Context: an optimization exercise on an open-source flow, tuned for small area. The choices shown serve that exercise and are no tape-out recipe. Only simulation tests tie the RTL to the original design; equivalence was not proved. Power and IR drop assume default switching activity.

<file path="flow/run.sh">
#!/bin/bash
# The standard layout, with every port buffered by a buf_1 instead of the
# default delay buffer, and the pins placed bit slice by bit slice around
# the die (flow/pins.tcl).
set -euo pipefail
export BUFFER_PORTS_ARGS="-buffer_cell sky130_fd_sc_hd__buf_1"
export IO_CONSTRAINTS="$PWD/flow/pins.tcl"
bash standard.sh > standard.log 2>&1
</file>
<file path="flow/pins.tcl">
# Pin placement: the ports are laid out around the die edge bit slice by bit
# slice, so the cells of a slice sit next to its pins. Order along the edge
# (counterclockwise from the bottom left corner): the control pins, the
# request slices (bit b of each master's request, then bit b of each slave's
# request; region bits first), then the response slices (bit b of each
# slave's response, then of each master's response).

set pins {}
foreach m {0 1 2} {
  lappend pins "mst_req_vld\[$m\]" "mst_req_rdy\[$m\]" "mst_rsp_vld\[$m\]" "mst_rsp_rdy\[$m\]"
}
lappend pins clk rst_n
foreach s {0 1 2 3} {
  lappend pins "slv_req_vld\[$s\]" "slv_req_rdy\[$s\]" "slv_rsp_vld\[$s\]" "slv_rsp_rdy\[$s\]"
}
set req_bits {67 66 65 64}
for {set b 0} {$b < 64} {incr b} { lappend req_bits $b }
lappend req_bits 68
foreach b $req_bits {
  foreach m {0 1 2} { lappend pins "mst_req\[[expr {$m * 69 + $b}]\]" }
  foreach s {0 1 2 3} { lappend pins "slv_req\[[expr {$s * 69 + $b}]\]" }
}
for {set b 0} {$b < 34} {incr b} {
  foreach s {0 1 2 3} { lappend pins "slv_rsp\[[expr {$s * 34 + $b}]\]" }
  foreach m {0 1 2} { lappend pins "mst_rsp\[[expr {$m * 34 + $b}]\]" }
}

set block [ord::get_db_block]
set die [$block getDieArea]
set W [ord::dbu_to_microns [$die xMax]]
set H [ord::dbu_to_microns [$die yMax]]
set n [llength $pins]

# pins per side in proportion to the side's tracks at two-track spacing:
# met2 (pitch 0.46) on the bottom and top, met3 (pitch 0.68) on the sides
set cap_h [expr {$W / 0.92}]
set cap_v [expr {$H / 1.36}]
set tot [expr {2 * $cap_h + 2 * $cap_v}]
set n_b [expr {int(round($n * $cap_h / $tot))}]
set n_r [expr {int(round($n * $cap_v / $tot))}]
set n_t $n_b
set n_l [expr {$n - $n_b - $n_r - $n_t}]
set margin 4.0

proc snap {pos offset pitch} {
  return [expr {$offset + round(($pos - $offset) / $pitch) * $pitch}]
}

set i 0
foreach p $pins {
  if {$i < $n_b} {
    set k $i
    set x [snap [expr {$margin + ($k + 0.5) * ($W - 2 * $margin) / $n_b}] 0.23 0.46]
    place_pin -pin_name $p -layer met2 -location [list $x 0] -pin_size {0.14 0.485} -force_to_die_boundary
  } elseif {$i < $n_b + $n_r} {
    set k [expr {$i - $n_b}]
    set y [snap [expr {$margin + ($k + 0.5) * ($H - 2 * $margin) / $n_r}] 0.34 0.68]
    place_pin -pin_name $p -layer met3 -location [list $W $y] -pin_size {0.8 0.3} -force_to_die_boundary
  } elseif {$i < $n_b + $n_r + $n_t} {
    set k [expr {$i - $n_b - $n_r}]
    set x [snap [expr {$W - $margin - ($k + 0.5) * ($W - 2 * $margin) / $n_t}] 0.23 0.46]
    place_pin -pin_name $p -layer met2 -location [list $x $H] -pin_size {0.14 0.485} -force_to_die_boundary
  } else {
    set k [expr {$i - $n_b - $n_r - $n_t}]
    set y [snap [expr {$H - $margin - ($k + 0.5) * ($H - 2 * $margin) / $n_l}] 0.34 0.68]
    place_pin -pin_name $p -layer met3 -location [list 0 $y] -pin_size {0.8 0.3} -force_to_die_boundary
  }
  incr i
}
puts "pins.tcl: placed $i pins ($n_b bottom, $n_r right, $n_t top, $n_l left)"
</file>
<file path="standard.sh">
#!/bin/bash
# synth_recipe.tcl (not shown) runs the flow's synth.tcl, then flattens the netlist and writes it again
# the make line also repeats each setting of config.mk as NAME=value (left out here)
make -C /OpenROAD-flow-scripts/flow DESIGN_CONFIG=/design/flow/config.mk WORK_HOME=/design/flow/orfs CLKGATE_MAP_FILE= SYNTH_SCRIPT=/design/flow/synth_recipe.tcl "${@:-finish}"
</file>
<file path="config.mk">
export PLATFORM = sky130hd
export DESIGN_NAME = bus_fab_top
export DESIGN_NICKNAME = bus_fab_top
export VERILOG_FILES = /design/flow/design.v
export SDC_FILE = /design/flow/constraint.sdc
export NUM_CORES = 4
export LEC_CHECK = 0
export CAP_MARGIN = 20
export CELL_PAD_IN_SITES_DETAIL_PLACEMENT = 1
export CORE_AREA = 5 5 225 225
export CTS_BUF_LIST = sky130_fd_sc_hd__clkbuf_8
export DIE_AREA = 0 0 230 230
export PLACE_DENSITY = 0.45
export SLEW_MARGIN = 20
export SYNTH_HIERARCHICAL = 1
</file>
<file path="constraint.sdc">
create_clock -name core_clock -period 10.0 [get_ports {clk}]
set_input_delay 2.0000 -clock core_clock [delete_from_list [all_inputs] [get_ports {clk}]]
set_output_delay 2.0000 -clock core_clock [all_outputs]
set_load 0.01 [all_outputs]
</file>
<file path="design.v">
`timescale 1ns/1ns
module rr_arbiter (
    input  logic [1:0] p,
    input  logic       held,
    input  logic [2:0] vm,           
    input  logic [2:0] rsp_rdy,      
    input  logic       rsp_vld,      
    output logic [2:0] hold,         
    output logic [2:0] sel,          
    output logic       req_vld,      
    output logic       rsp_rdy_o,    
    output logic [1:0] p_nxt,
    output logic       held_nxt
);
    logic       p00;                 
    logic       rsp_rdy_n, fire_n, busy_n, req_vld_n;
    logic [2:0] r, x, y;
    g_nor2  u_p00 (.a(p[0]), .b(p[1]), .y(p00));
    g_and2  u_h0  (.a(held), .b(p[0]), .y(hold[0]));
    g_and2  u_h1  (.a(held), .b(p[1]), .y(hold[1]));
    g_and2  u_h2  (.a(held), .b(p00),  .y(hold[2]));
    req_bit u_rr  (.sel(hold), .d_n(rsp_rdy), .q(rsp_rdy_n));
    g_inv   u_rri (.a(rsp_rdy_n), .y(rsp_rdy_o));
    g_nand2 u_fir (.a(rsp_vld), .b(rsp_rdy_o), .y(fire_n));
    g_nand2 u_bsy (.a(held), .b(fire_n), .y(busy_n));
    for (genvar m = 0; m < 3; m++) begin : g_r
        g_o21a u_r (.a1(busy_n), .a2(hold[m]), .b1(vm[m]), .y(r[m]));
    end
    g_o21ai u_x0 (.a1(r[1]), .a2(r[2]), .b1(p[0]), .y(x[0]));
    g_nand2 u_y0 (.a(p[1]), .b(r[2]), .y(y[0]));
    g_and3  u_s0 (.a(r[0]), .b(x[0]), .c(y[0]), .y(sel[0]));
    g_o21ai u_x1 (.a1(r[0]), .a2(r[2]), .b1(p[1]), .y(x[1]));
    g_nand2 u_y1 (.a(p00), .b(r[0]), .y(y[1]));
    g_and3  u_s1 (.a(r[1]), .b(x[1]), .c(y[1]), .y(sel[1]));
    g_o21ai u_x2 (.a1(r[0]), .a2(r[1]), .b1(p00), .y(x[2]));
    g_nand2 u_y2 (.a(p[0]), .b(r[1]), .y(y[2]));
    g_and3  u_s2 (.a(r[2]), .b(x[2]), .c(y[2]), .y(sel[2]));
    g_nor3  u_rvn (.a(r[0]), .b(r[1]), .c(r[2]), .y(req_vld_n));
    g_inv   u_rv  (.a(req_vld_n), .y(req_vld));
    g_a21o  u_pn0 (.a1(req_vld_n), .a2(p[0]), .b1(sel[0]), .y(p_nxt[0]));
    g_a21o  u_pn1 (.a1(req_vld_n), .a2(p[1]), .b1(sel[1]), .y(p_nxt[1]));
    g_nand2 u_hn  (.a(req_vld_n), .b(busy_n), .y(held_nxt));
endmodule
`timescale 1ns/1ns
module g_inv (input logic a, output logic y);
    assign y = ~a;
endmodule
module g_and2 (input logic a, b, output logic y);
    assign y = a & b;
endmodule
module g_and3 (input logic a, b, c, output logic y);
    assign y = a & b & c;
endmodule
module g_and3b (input logic a_n, b, c, output logic y);
    assign y = ~a_n & b & c;
endmodule
module g_nand2 (input logic a, b, output logic y);
    assign y = ~(a & b);
endmodule
module g_nand3 (input logic a, b, c, output logic y);
    assign y = ~(a & b & c);
endmodule
module g_nand2b (input logic a_n, b, output logic y);
    assign y = ~(~a_n & b);
endmodule
module g_nor2 (input logic a, b, output logic y);
    assign y = ~(a | b);
endmodule
module g_nor3 (input logic a, b, c, output logic y);
    assign y = ~(a | b | c);
endmodule
module g_o21a (input logic a1, a2, b1, output logic y);
    assign y = (a1 | a2) & b1;
endmodule
module g_o21ai (input logic a1, a2, b1, output logic y);
    assign y = ~((a1 | a2) & b1);
endmodule
module g_a21o (input logic a1, a2, b1, output logic y);
    assign y = (a1 & a2) | b1;
endmodule
module g_o211ai (input logic a1, a2, b1, c1, output logic y);
    assign y = ~((a1 | a2) & b1 & c1);
endmodule
`timescale 1ns/1ns
module req_bit (
    input  logic [2:0] sel,
    input  logic [2:0] d_n,
    output logic       q
);
    assign q = ~(|(sel & d_n));
endmodule
`timescale 1ns/1ns
module rsp_bit (
    input  logic [3:0] sel,
    input  logic [3:0] d,
    input  logic       f_n,
    output logic       q
);
    logic lo_n, hi_n;
    req_bit u_lo (.sel(sel[2:0]), .d_n(d[2:0]), .q(lo_n));
    g_nand2 u_hi (.a(sel[3]), .b(d[3]), .y(hi_n));
    g_nand3 u_or (.a(lo_n), .b(hi_n), .c(f_n), .y(q));
endmodule
module rsp_dbit (
    input  logic [2:0] sel,
    input  logic [2:0] d,
    input  logic       sel3_n,
    input  logic       d3_n,
    output logic       q
);
    logic lo_n;
    req_bit  u_lo (.sel(sel), .d_n(d), .q(lo_n));
    g_o21ai  u_or (.a1(sel3_n), .a2(d3_n), .b1(lo_n), .y(q));
endmodule
module rsp_dbit_f (
    input  logic [2:0] sel,
    input  logic [2:0] d,
    input  logic       sel3_n,
    input  logic       d3_n,
    input  logic       f_n,
    output logic       q
);
    logic lo_n;
    req_bit  u_lo (.sel(sel), .d_n(d), .q(lo_n));
    g_o211ai u_or (.a1(sel3_n), .a2(d3_n), .b1(lo_n), .c1(f_n), .y(q));
endmodule
`timescale 1ns/1ns
module bus_fab_top #(
    parameter int MST_NUM = 3,
    parameter int SLV_NUM = 4
) (
    input  logic                  clk,
    input  logic                  rst_n,
    input  logic [MST_NUM-1:0]    mst_req_vld,
    output logic [MST_NUM-1:0]    mst_req_rdy,
    input  logic [MST_NUM*69-1:0] mst_req,
    output logic [MST_NUM-1:0]    mst_rsp_vld,
    input  logic [MST_NUM-1:0]    mst_rsp_rdy,
    output logic [MST_NUM*34-1:0] mst_rsp,
    output logic [SLV_NUM-1:0]    slv_req_vld,
    input  logic [SLV_NUM-1:0]    slv_req_rdy,
    output logic [SLV_NUM*69-1:0] slv_req,
    input  logic [SLV_NUM-1:0]    slv_rsp_vld,
    output logic [SLV_NUM-1:0]    slv_rsp_rdy,
    input  logic [SLV_NUM*34-1:0] slv_rsp
);
    localparam int REQ_W = 69;
    localparam int RSP_W = 34;
    localparam int REG_LSB = 36 + 28;
    logic [2*SLV_NUM-1:0] ptr;       
    logic [SLV_NUM-1:0]   held;
    logic [MST_NUM-1:0]   fault_r;
    logic [2*SLV_NUM-1:0] ptr_nxt;
    logic [SLV_NUM-1:0]   held_nxt;
    logic [MST_NUM-1:0]   fault_nxt;
    logic [SLV_NUM*MST_NUM-1:0] hold;   
    logic [SLV_NUM*MST_NUM-1:0] sel;    
    logic [SLV_NUM*MST_NUM-1:0] vm;     
    logic [RSP_W-1:0] slv_rsp3_n;
    for (genvar b = 0; b < RSP_W; b++) begin : g_r3n
        g_inv u_inv (.a(slv_rsp[3*RSP_W + b]), .y(slv_rsp3_n[b]));
    end
    logic [MST_NUM-1:0] mapped, mapped_vld, region0, fault_n, fault_set_n;
    for (genvar m = 0; m < MST_NUM; m++) begin : g_mc
        localparam int A = m*REQ_W + REG_LSB;
        logic [SLV_NUM-1:0] sel_m, hold_m;
        for (genvar s = 0; s < SLV_NUM; s++) begin : g_t
            assign sel_m[s]  = sel[s*MST_NUM + m];
            assign hold_m[s] = hold[s*MST_NUM + m];
        end
        g_nor2  u_mn  (.a(mst_req[A+3]), .b(mst_req[A+2]), .y(mapped[m]));
        g_and2  u_mv  (.a(mst_req_vld[m]), .b(mapped[m]), .y(mapped_vld[m]));
        g_nor2  u_r0  (.a(mst_req[A+1]), .b(mst_req[A+0]), .y(region0[m]));
        g_and2  u_vm0 (.a(region0[m]), .b(mapped_vld[m]), .y(vm[0*MST_NUM + m]));
        g_and3b u_vm1 (.a_n(mst_req[A+1]), .b(mst_req[A+0]), .c(mapped_vld[m]), .y(vm[1*MST_NUM + m]));
        g_and3b u_vm2 (.a_n(mst_req[A+0]), .b(mst_req[A+1]), .c(mapped_vld[m]), .y(vm[2*MST_NUM + m]));
        g_and3  u_vm3 (.a(mst_req[A+1]), .b(mst_req[A+0]), .c(mapped_vld[m]), .y(vm[3*MST_NUM + m]));
        rsp_bit u_rdy (.sel(sel_m), .d(slv_req_rdy), .f_n(mapped[m]), .q(mst_req_rdy[m]));
        g_inv   u_fn  (.a(fault_r[m]), .y(fault_n[m]));
        rsp_bit u_vld (.sel(hold_m), .d(slv_rsp_vld), .f_n(fault_n[m]), .q(mst_rsp_vld[m]));
        g_nand2b u_fs (.a_n(mapped[m]), .b(mst_req_vld[m]), .y(fault_set_n[m]));
        g_o21ai  u_fx (.a1(fault_n[m]), .a2(mst_rsp_rdy[m]), .b1(fault_set_n[m]), .y(fault_nxt[m]));
        logic hold3_n;
        g_inv u_h3n (.a(hold_m[3]), .y(hold3_n));
        for (genvar b = 0; b < RSP_W; b++) begin : g_b
            if (b == 32) begin : g_f
                rsp_dbit_f u_bit (
                    .sel    (hold_m[2:0]),
                    .d      ({slv_rsp[2*RSP_W + b], slv_rsp[1*RSP_W + b], slv_rsp[b]}),
                    .sel3_n (hold3_n),
                    .d3_n   (slv_rsp3_n[b]),
                    .f_n    (fault_n[m]),
                    .q      (mst_rsp[m*RSP_W + b])
                );
            end else begin : g_d
                rsp_dbit u_bit (
                    .sel    (hold_m[2:0]),
                    .d      ({slv_rsp[2*RSP_W + b], slv_rsp[1*RSP_W + b], slv_rsp[b]}),
                    .sel3_n (hold3_n),
                    .d3_n   (slv_rsp3_n[b]),
                    .q      (mst_rsp[m*RSP_W + b])
                );
            end
        end
    end
    for (genvar s = 0; s < SLV_NUM; s++) begin : g_arb
        rr_arbiter u_arb (
            .p         (ptr[2*s +: 2]),
            .held      (held[s]),
            .vm        (vm[s*MST_NUM +: MST_NUM]),
            .rsp_rdy   (mst_rsp_rdy),
            .rsp_vld   (slv_rsp_vld[s]),
            .hold      (hold[s*MST_NUM +: MST_NUM]),
            .sel       (sel[s*MST_NUM +: MST_NUM]),
            .req_vld   (slv_req_vld[s]),
            .rsp_rdy_o (slv_rsp_rdy[s]),
            .p_nxt     (ptr_nxt[2*s +: 2]),
            .held_nxt  (held_nxt[s])
        );
    end
    logic [MST_NUM*REQ_W-1:0] mst_req_n;
    for (genvar i = 0; i < MST_NUM*REQ_W; i++) begin : g_inv
        if (i % REQ_W < REG_LSB || i % REQ_W >= REG_LSB + 4) begin : g_b
            g_inv u_inv (.a(mst_req[i]), .y(mst_req_n[i]));
        end else begin : g_r
            assign mst_req_n[i] = 1'b0;
        end
    end
    for (genvar s = 0; s < SLV_NUM; s++) begin : g_slv
        for (genvar b = 0; b < REQ_W; b++) begin : g_b
            if (b >= REG_LSB && b < REG_LSB + 4) begin : g_reg
                assign slv_req[s*REQ_W + b] = 1'(s >> (b - REG_LSB));
            end else begin : g_mux
                req_bit u_bit (
                    .sel (sel[s*MST_NUM +: MST_NUM]),
                    .d_n ({mst_req_n[2*REQ_W + b], mst_req_n[1*REQ_W + b], mst_req_n[b]}),
                    .q   (slv_req[s*REQ_W + b])
                );
            end
        end
    end
    always_ff @(posedge clk or negedge rst_n) begin
        if (!rst_n) begin
            ptr     <= '0;
            held    <= '0;
            fault_r <= '0;
        end else begin
            ptr     <= ptr_nxt;
            held    <= held_nxt;
            fault_r <= fault_nxt;
        end
    end
endmodule
</file>
==> flow_summary.toml, run 1 <==
[logic_synthesis]
yosysWarnings = 7
synthTopCellsByArea = "a222oi_1, inv_1, o21ai_1"
synthTopCellsByCount = "a222oi_1, inv_1, o21ai_1"
synth_cell_types = 17
synth_top_area_share_pct = 58.2
synth_edf_count = 0
synth_area_leader_cell = "a222oi_1"
netlist_instances = 877
syn_area_um2 = 6390
synth_ff_type = "dfrtp_1"
async_flop_share_pct = 100
yosysSeqAreaShare_pct = 5.87
ys_seq_elements = 15
avgSynthCellArea_um2 = 7.29
synth_most_common_cell = "a222oi_1"

[power]
power.leakage_nw = 3.61
vdd_drop_max_mv = 0.120
p_total_mw = 1.44
power_density_nw_per_um2 = 142

[sta]
post-route-min-period_ns = 6.57
rsz0062_at_grt = "no"
tightest_slew_ns = 0.929
fmax_mhz = 152
max-slew-margin-rel_pct = 38.0
fin_setup_tns_ns = 0
holdWs_ns = 0.568
slew_violations = 0
hold_violations = 0
period_share_pct = 65.7
setup_violations = 0
fin_skew_ns = 0.0111

[cts]
cts_setup_buffers = 0
ctsHoldBuffers = 0
clk_path_buf_depth = 2
cts.repair.resized = 0
clock_tree.root_cell = "clkbuf_8"
cts_buffers = 3
clk_pin_slew_ns = 0.07
clk_latency_ns = 0.26
cts_tree = "yes"
cts.sinks = 15
htree_levels = 1

[layout]
fillers = 6217
area_delta_synth_final_pct = 57.9
final-seq-area_um2 = 375
n_antenna_cell = 0
multi_input_area_um2 = 5050
drive_gt1_share_pct = 2.93
layout.nets = 1997

[worst_setup_path]
rr_worst_depth = 12
startpoint_type = "primary input"
crit_arrival_ns = 4.57
crit_fanout = 67
endpoint_kind = "output pin"
path_cells = "buf_1 > a222oi_1 > inv_1 > nand2_1 > nand2_1 > o21a_1 > o21ai_1 > and3_2 > buf_4 > a222oi_1 > nand3_1 > buf_1"
crit_type = "in2out"
cp_slowest_cell = "buf_4"
cp_slowest_stage_delay_ns = 0.62
cp.required_ns = 8.00

[global_route]
grt_max_degree = 68
overflow = 0
grt_first_pass_wirelength_mm = 68.1
grt_pass1_vias = 13300
antenna_found_initial = 0
gr-usage-all-layers_pct = 15.0

[drt]
first_pass_iters = 11
routed-via-count = 12600
detail_route.wl_per_cell_um = 20.2
vias_per_cell = 5.58
drt-initial-drc-count = 2255
drcViolationCount = 0
drtAntennaViolNets = 0
wl_mm = 45.4

[place]
place_congestion = 0.866
dpl.hpwl_mm = 33.6
io_buffers = 734

[die]
num_io_pins = 0
die_x_um = 230
rows = 80
dieHeight_um = 230
dieArea_um2 = 52900
start_util_pct = 13.4
core_um2 = 47800

[flow_run]
maxCapViolCount = 0

[worst_hold_path]
worst_hold_path.num_cells = 2
hold_path_class = "reg2reg"

[run_status]
status = "timing/DRC/antenna clean"
[placed cells by master (no fill, tap or decap)]
cell type / n
buf_1: 733
a222oi_1: 372
inv_1: 243
o21ai_1: 114
nand2_1: 30
buf_4: 24
and2_1: 18
conb_1: 16
dfrtp_1: 15
o21a_1: 12
and3_2: 12
nor2_1: 10
a21o_1: 8
nand3_1: 6
and3b_1: 6
nor3_2: 4
o211ai_2: 3
nand2b_1: 3
and3_1: 3
clkbuf_8: 3
clkinv_2: 1
clkbuf_2: 1
[registers in the layout, summed over array words and instances, names as in the netlist]
signal / flops
fault_r: 3
ptr: 8
held: 4
[modules after synthesis (local to each module, per instance), excerpt]
module       cell area, um^2  flops+latches  cells  times used
g_nand2                 3.75              0      1          30
g_o21ai                 5.00              0      1         114
g_nand3                 5.00              0      1           6
g_and3                  6.26              0      1          15
g_a21o                  7.51              0      1           8
g_and3b                 8.76              0      1           6
g_inv                   3.75              0      1         243
g_o21a                  7.51              0      1          12
bus_fab_top              503             15     33           1
req_bit                 10.0              0      1         372
g_nor2                  3.75              0      1          10
g_nand2b                6.26              0      1           3
g_nor3                  10.0              0      1           4
g_o211ai                12.5              0      1           3
g_and2                  6.26              0      1          18
[metrics by stage]
stage / utilization (%) / worst slack [ns] / instance area, um^2 / cells
after floorplan: - / 3.34 / 6450 / 891
after global routing: 21.1 / 3.16 / 10100 / 2252
after detailed placement: 21.0 / 3.40 / 10000 / 2248
after CTS: 21.1 / 3.39 / 10100 / 2252
after global placement: 21.0 / 3.49 / 10000 / 2248
final: 21.1 / 3.43 / 10100 / 2252
[power breakdown]
group | internal, mW | switching [mW] | total, mW
Sequential | 0.0843 | 0.0281 | 0.112
Clock | 0.0277 | 0.0240 | 0.0517
Combinational | 0.433 | 0.839 | 1.27
Total | 0.545 | 0.891 | 1.44
[logic make-up after synthesis]
| logic type | count (synthesis) | share of synthesized area [%] |
|---|---|---|
| compound gates | 509 | 70.1 |
| other cells | 2 | 0.117 |
| buf+inv | 259 | 16.1 |
| flops | 15 | 5.87 |
| simple gates | 92 | 7.79 |
[final timing paths]
| check | start | end | slack [ns] |
|---|---|---|---|
| setup / recovery | mst_rsp_rdy[0] | mst_req_rdy[1] | 3.43 |
| hold / removal | fault_r[1]$_DFF_PN0_ | fault_r[1]$_DFF_PN0_ | 0.57 |
| setup reg to reg | ptr[3]$_DFF_PN0_ | ptr[3]$_DFF_PN0_ | 7.00 |
| hold reg to reg | fault_r[1]$_DFF_PN0_ | fault_r[1]$_DFF_PN0_ | 0.57 |
| max in group asynchronous | rst_n | ptr[2]$_DFF_PN0_ | 8.00 |
| min in group asynchronous | rst_n | fault_r[0]$_DFF_PN0_ | 1.67 |
[final cells by class]
class / instances / share of cell area (%)
clock inverters: 1 / 0.0496
multi-input cells: 617 / 50.1
flip-flops and latches: 15 / 3.72
inverters: 243 / 9.04
clock buffers: 3 / 0.409
repair buffers: 758 / 29.1
well taps: 615 / 7.62
[routing by layer]
metal	wire [um]	vias to the layer above	GRT usage, %
met4	1250	0	6.03
li1	-	5555	-
met1	16400	6035	16.0
met5	0	-	0
met2	23800	867	29.2
met3	3910	107	2.13
[worst max-delay path, delay by kind of cell]
family                 cells  cell delay [ns]
AND/OR/NAND/NOR            4             0.50
AO/OA/AOI/OAI              4             0.99
buffers and inverters      4             1.06
==> run 2: changes to the inputs <==
--- a/config.mk
+++ b/config.mk
@@ -5,11 +5,11 @@
 export SDC_FILE = /design/flow/constraint.sdc
 export NUM_CORES = 4
 export LEC_CHECK = 0
-export CAP_MARGIN = 20
+export CAP_MARGIN = 5
 export CELL_PAD_IN_SITES_DETAIL_PLACEMENT = 1
 export CORE_AREA = 5 5 225 225
 export CTS_BUF_LIST = sky130_fd_sc_hd__clkbuf_8
 export DIE_AREA = 0 0 230 230
 export PLACE_DENSITY = 0.45
-export SLEW_MARGIN = 20
+export SLEW_MARGIN = 5
 export SYNTH_HIERARCHICAL = 1
==> run 2 against run 1 <==
Compared with the run above: critical endpoint unchanged; register-to-register slack is essentially flat; core utilization hardly changed; clock skew about the same; fmax fell by 0.28%; largest power group unchanged; critical path depth did not move; critical path type unchanged; cell area about the same.
==> flow_summary.toml, run 2 <==
[layout]
largest_register_ffs = 8
top_regs = "ptr x8, held x4, fault_r x3"
mostFrequentLayoutCells = "buf_1, a222oi_1, inv_1"
largest-register = "ptr"
n_antenna_cell = 0
final-seq-area_um2 = 375
multi_input_area_um2 = 5050
layout.nets = 1997
final_common_cell = "buf_1"
fillers = 6215
area_delta_synth_final_pct = 57.8
drive_gt1_share_pct = 2.87

[power]
power_density_nw_per_um2 = 142
vdd_drop_max_mv = 0.121
power.leakage_nw = 3.60

[global_route]
gr-usage-all-layers_pct = 15.0
grt_pass1_vias = 13300
grt_first_pass_wirelength_mm = 68.1
grt_util_met1_pct = 16.0
antenna_found_initial = 0
grt_max_degree = 68
grt.met3_usage_pct = 2.13
use_met2_pct = 29.2
busiest_layer = "met2"
overflow = 0

[logic_synthesis]
async_flop_share_pct = 100
syn_area_um2 = 6390
synth_ff_type = "dfrtp_1"
synth_top_area_share_pct = 58.2
synthSimpleGateAreaFrac_pct = 7.79
synth_top_family_by_area = "compound AO/OA/AOI/OAI gates"
synth-compound-area-share_pct = 70.1
synth_most_common_cell = "a222oi_1"
synth_xor_area_share_pct = 0
synth_cell_types = 17
synthMuxAreaShare_pct = 0
synthTopCellsByCount = "a222oi_1, inv_1, o21ai_1"
netlist_instances = 877
synth_area_leader_cell = "a222oi_1"
synthAdderAreaFrac_pct = 0
synth_edf_count = 0
synthTopCellsByArea = "a222oi_1, inv_1, o21ai_1"
avgSynthCellArea_um2 = 7.29
yosysSeqAreaShare_pct = 5.87
yosysWarnings = 7
ys_seq_elements = 15

[drt]
detail_route.wl_per_cell_um = 20.2
vias_per_cell = 5.58
wl_mm = 45.5
drcViolationCount = 0
drt-initial-drc-count = 2223
first_pass_iters = 11
routed-via-count = 12600
drtAntennaViolNets = 0

[cts]
clk_path_buf_depth = 2
ctsHoldBuffers = 0
cts_tree = "yes"
cts_buffers = 3
cts.sinks = 15
cts_setup_buffers = 0
cts.repair.resized = 0
clock_tree.root_cell = "clkbuf_8"
clk_pin_slew_ns = 0.07
htree_levels = 1
clk_latency_ns = 0.26

[sta]
fin_skew_ns = 0.0108
tightest_slew_ns = 1.01
setup_ws_ns = 3.41
fmax_mhz = 152
setup_violations = 0
slew_violations = 0
fin_setup_tns_ns = 0
post-route-min-period_ns = 6.59
rsz0062_at_grt = "no"
period_share_pct = 65.9
hold_violations = 0
max-slew-margin-rel_pct = 32.5

[die]
core_um2 = 47800
dieHeight_um = 230
die_x_um = 230
num_io_pins = 0
start_util_pct = 13.4
dieArea_um2 = 52900
rows = 80

[worst_setup_path]
cp.required_ns = 8.00
crit_arrival_ns = 4.59
crit_type = "in2out"
startpoint_type = "primary input"
crit_fanout = 67
endpoint_kind = "output pin"

[worst_hold_path]
hold_path_class = "reg2reg"

[place]
io_buffers = 734
place_congestion = 0.866
dpl.hpwl_mm = 33.6
dpl_worst_slack_ns = 3.40

[flow_run]
maxCapViolCount = 0

[run_status]
status = "timing/DRC/antenna clean"
-- run 2: area by class of cell --
cell class,count,area share (%)
Sequential cell,15,3.72
Inverter,243,9.04
Clock buffer,3,0.409
Tap cell,615,7.62
Timing Repair Buffer,758,29.1
Multi-Input combinational cell,617,50.1
Clock inverter,1,0.0496
-- run 2: cell families (layout without fill, tap and decap cells) --
| family | Yosys count | after routing |
|---|---|---|
| buf+inv | 259 | 1005 |
| flops | 15 | 15 |
| simple gates | 92 | 92 |
| compound gates | 509 | 509 |
| other cells | 2 | 16 |
-- run 2: critical path, stage by stage --
cell and delay (ns):
buf_1 0.13, a222oi_1 0.34, inv_1 0.10, nand2_1 0.10, nand2_1 0.11, o21a_1 0.25
o21ai_1 0.14, and3_2 0.17, buf_4 0.61, a222oi_1 0.27, nand3_1 0.13, buf_1 0.23
-- run 2: final timing paths --
path,end,from,slack [ns],cells past startpoint
worst min-delay path,fault_r[1]$_DFF_PN0_,fault_r[1]$_DFF_PN0_,0.57,2
worst max register to register,ptr[3]$_DFF_PN0_,ptr[3]$_DFF_PN0_,7.00,12
worst max-delay path,mst_req_rdy[1],mst_rsp_rdy[0],3.41,12
max in group asynchronous,ptr[2]$_DFF_PN0_,rst_n,7.49,1
min in group asynchronous,fault_r[2]$_DFF_PN0_,rst_n,1.89,1
worst min register to register,fault_r[1]$_DFF_PN0_,fault_r[1]$_DFF_PN0_,0.57,2
-- run 2: modules after synthesis (local to each module, per instance), excerpt --
| module | flops+latches | cells | area (um^2) |
|---|---|---|---|
| g_a21o | 0 | 1 | 7.51 |
| g_and3 | 0 | 1 | 6.26 |
| g_and3b | 0 | 1 | 8.76 |
| g_nand2 | 0 | 1 | 3.75 |
| g_o21a | 0 | 1 | 7.51 |
| g_o21ai | 0 | 1 | 5.00 |
| req_bit | 0 | 1 | 10.0 |
-- run 2: through the flow --
stage               power [mW]  area, um^2  util, %  hold slack, ns  cells
finish                    1.44       10100     21.1           0.567   2252
CTS                       1.43       10100     21.1           0.566   2252
global route              1.55       10100     21.1           0.598   2252
detailed placement        1.37       10000     21.0           0.545   2248
floorplan                0.852        6450        -           0.495    891
global placement          1.36       10000     21.0           0.533   2248
-- run 2: routing by layer --
| layer | wire (um) | part of all wire [%] |
|---|---|---|
| met1 | 16600 | 36 |
| met2 | 23900 | 53 |
| met3 | 3720 | 8.2 |
| met4 | 1290 | 2.8 |
| met5 | 0 | 0 |
-- run 2: power breakdown --
part | internal (mW) | switching, mW | leakage (nW)
combinational | 0.433 | 0.841 | 3.39
sequential | 0.0843 | 0.0282 | 0.186
clock | 0.0277 | 0.0238 | 0.0255
total | 0.545 | 0.893 | 3.60

[afterwards: timing with drivers on the ports]
How much do the figures lean on ideal ports? The routed layouts below were timed once more, with nothing changed but the port constraints. Step 1, drivers: a clkbuf_16 drives clk and a buf_2 each remaining input, both assumed. Step 2, shift: input delay + t, output delay - t, t = (earliest + latest rising clock arrival at the registers) / 2. This alone moves slack from input paths to output paths. a / b / c = ideal ports / drivers / drivers and shift; a / b = the first two.
run | t (ns) | setup WS [ns] | slew at the worst register clock pin (ns)
run 1 | 0.285 | 3.431 / 3.386 / 3.386 | 0.07 / 0.07
run 2 | 0.286 | 3.413 / 3.365 / 3.365 | 0.07 / 0.07
After both steps every run listed still meets setup and hold. For run 2, which loses most, drivers alone change the setup slack by -0.048 ns; drivers and shift together by -0.048 ns.
